From an optimization exercise on the open Yosys and OpenROAD flow, aimed at small area, a short achievable clock period and few clock cycles; shortcuts taken in it are not production practice.
RTL that was checked went through simulation tests only; none was proved equivalent to the original.

// open_list_sorter_top
module open_list_sorter_top
(
	input wire logic Clk,
	input wire logic Reset,
	input wire path_geom_pkg::search_cfg_t cfg,
	input wire logic clear,
	input wire logic load_valid,
	input wire path_geom_pkg::node_t load_node,
	input wire logic start,
	input wire sort_ctrl_pkg::list_idx_t rd_index,
	output path_geom_pkg::node_t rd_node,
	output logic busy,
	output logic done
);
Size: ~2200 cells after synthesis, roughly 540 flip-flops, ~75 I/O pins, ~27000 µm² of cells after synthesis.
==> module node_store, before the edit <==
module node_store
(
	input wire logic Clk,
	input wire logic Reset,
	input wire logic clear,
	input wire logic load_valid,
	input wire path_geom_pkg::node_t load_node,
	input wire logic [16-5:0] new_cost,
	input wire sort_ctrl_pkg::list_idx_t rd_index,
	output path_geom_pkg::node_t rd_node
);
	localparam int depth = 16;
	localparam int idx_w = $clog2(16);
	localparam int cnt_w = $clog2(16+1);
	localparam int cost_w = 16-4;
	function automatic logic cost_gt(input logic [cost_w-1:0] a, input logic [cost_w-1:0] b);
		logic g;
		g = 1'b0;
		for (int k = 0; k < cost_w; k++)
			g = (a[k] & ~b[k]) | ((a[k] | ~b[k]) & g);
		cost_gt = g;
	endfunction
	logic [2*8-1:0] nodes [0:depth-1];
	logic [cost_w-1:0] costs [0:depth-1];
	logic [idx_w-1:0] ranks [0:depth-1];
	logic [cnt_w-1:0] fill_count;  
	logic [cnt_w-1:0] ranked_count;  
	logic pending;  
	logic do_append;
	logic [depth-1:0] valid;
	logic [depth-1:0] above;  
	logic [depth-1:0] not_above;  
	logic [idx_w-1:0] new_rank;
	assign do_append = load_valid && !clear && (fill_count != cnt_w'(depth));
	always_ff @(posedge Clk or posedge Reset)
	begin
		if (Reset)
		begin
			fill_count <= '0;
			ranked_count <= '0;
			pending <= 1'b0;
		end
		else if (clear)
		begin
			fill_count <= '0;  
			ranked_count <= '0;
			pending <= 1'b0;
		end
		else
		begin
			if (do_append)
				fill_count <= fill_count + cnt_w'(1);
			if (pending)
				ranked_count <= ranked_count + cnt_w'(1);
			pending <= do_append;
		end
	end
	always_comb
	begin
		for (int i = 0; i < depth; i++)
		begin
			valid[i] = (ranked_count > cnt_w'(i));
			above[i] = valid[i] && cost_gt(costs[i], new_cost);  
			not_above[i] = valid[i] && !cost_gt(costs[i], new_cost);
		end
		new_rank = '0;
		for (int i = 0; i < depth; i++)
			new_rank = new_rank + idx_w'(not_above[i]);
	end
	always_ff @(posedge Clk)
	begin
		for (int i = 0; i < depth; i++)
		begin
			if (do_append && fill_count[idx_w-1:0] == idx_w'(i))
				nodes[i] <= load_node;
			if (pending && ranked_count[idx_w-1:0] == idx_w'(i))
			begin
				costs[i] <= new_cost;
				ranks[i] <= new_rank;
			end
			else if (pending && above[i])
				ranks[i] <= ranks[i] + idx_w'(1);
		end
	end
	always_comb
	begin
		rd_node = '0;
		for (int i = 0; i < depth; i++)
			if (valid[i] && ranks[i] == rd_index)
				rd_node = rd_node | nodes[i];
	end
endmodule
export LEC_CHECK = 0
export CAP_MARGIN = 20
export CORE_MARGIN = 2
export CORE_UTILIZATION = 40
export SETUP_SLACK_MARGIN = 5
export SLEW_MARGIN = 20
create_clock -name core_clock -period 12.0 [get_ports {Clk}]
run.sh (not shown) runs the stock make flow with config.mk's settings and CLKGATE_MAP_FILE= SYNTH_SCRIPT=/design/flow/synth_recipe.tcl, a recipe that flattens the netlist after the stock synthesis.
Testbench counts at the start, summed over its fixed seeds: cycles 1,744.
Edit:
--- a/flow/design.v
+++ b/flow/design.v
@@ -53,17 +53,15 @@
 			g = (a[k] & ~b[k]) | ((a[k] | ~b[k]) & g);
 		cost_gt = g;
 	endfunction
-	logic [2*8-1:0] nodes [0:depth-1];
-	logic [cost_w-1:0] costs [0:depth-1];
-	logic [idx_w-1:0] ranks [0:depth-1];
+	logic [2*8-1:0] nodes [0:depth-1];  
+	logic [cost_w-1:0] costs [0:depth-1];  
 	logic [cnt_w-1:0] fill_count;  
 	logic [cnt_w-1:0] ranked_count;  
 	logic pending;  
+	path_geom_pkg::node_t pending_node;
 	logic do_append;
-	logic [depth-1:0] valid;
-	logic [depth-1:0] above;  
 	logic [depth-1:0] not_above;  
-	logic [idx_w-1:0] new_rank;
+	logic [cnt_w-1:0] new_rank;
 	assign do_append = load_valid && !clear && (fill_count != cnt_w'(depth));
 	always_ff @(posedge Clk or posedge Reset)
 	begin
@@ -88,40 +86,31 @@
 			pending <= do_append;
 		end
 	end
+	always_ff @(posedge Clk)
+	begin
+		pending_node <= load_node;
+	end
 	always_comb
 	begin
 		for (int i = 0; i < depth; i++)
-		begin
-			valid[i] = (ranked_count > cnt_w'(i));
-			above[i] = valid[i] && cost_gt(costs[i], new_cost);  
-			not_above[i] = valid[i] && !cost_gt(costs[i], new_cost);
-		end
+			not_above[i] = (ranked_count > cnt_w'(i)) && !cost_gt(costs[i], new_cost);
 		new_rank = '0;
 		for (int i = 0; i < depth; i++)
-			new_rank = new_rank + idx_w'(not_above[i]);
+			new_rank = new_rank + cnt_w'(not_above[i]);
 	end
 	always_ff @(posedge Clk)
 	begin
-		for (int i = 0; i < depth; i++)
-		begin
-			if (do_append && fill_count[idx_w-1:0] == idx_w'(i))
-				nodes[i] <= load_node;
-			if (pending && ranked_count[idx_w-1:0] == idx_w'(i))
-			begin
-				costs[i] <= new_cost;
-				ranks[i] <= new_rank;
-			end
-			else if (pending && above[i])
-				ranks[i] <= ranks[i] + idx_w'(1);
-		end
-	end
-	always_comb
-	begin
-		rd_node = '0;
-		for (int i = 0; i < depth; i++)
-			if (valid[i] && ranks[i] == rd_index)
-				rd_node = rd_node | nodes[i];
-	end
+		if (pending)
+			costs[ranked_count[idx_w-1:0]] <= new_cost;
+		if (pending && new_rank == '0)
+			nodes[0] <= pending_node;
+		for (int i = 1; i < depth; i++)
+		begin
+			if (pending && new_rank <= cnt_w'(i))
+				nodes[i] <= (new_rank == cnt_w'(i)) ? pending_node : nodes[i-1];
+		end
+	end
+	assign rd_node = nodes[rd_index];
 endmodule
 `default_nettype wire
 `default_nettype none
What happened:
- non-clock buffer count climbs by 92
- global-route usage climbs by 5.1 points
- sequential cell count drops by 48
- core utilization climbs by 3.2 points
- critical path depth climbs by 3
- clock-buffer cell count drops by 7
The RTL of the second run of this note was laid out without a check of its function.

## re-timing with driven ports
Ports are ideal in the flow. The routed layouts listed here were re-timed in OpenROAD. Step 1: set_driving_cell puts a clkbuf_16 on Clk and a buf_2 on each other input, an assumption about the parent block. Step 2 also shifts input and output timing later by t, the mid clock arrival at the registers, as if the neighbouring blocks saw the same clock. a / b / c = ideal ports / drivers / drivers and shift; a / b = the first two.
run	t (ns)	slack for setup (ns)	worst data-port slew with drivers (ns)
the first run	0.670	4.401 / 4.401 / 4.303	0.08
the second run	0.676	3.733 / 3.733 / 3.733	0.06
After both steps every run listed still meets setup and hold. The setup slack of the first run, which loses most, moves by 0.000 ns with the drivers and by -0.098 ns with both steps.
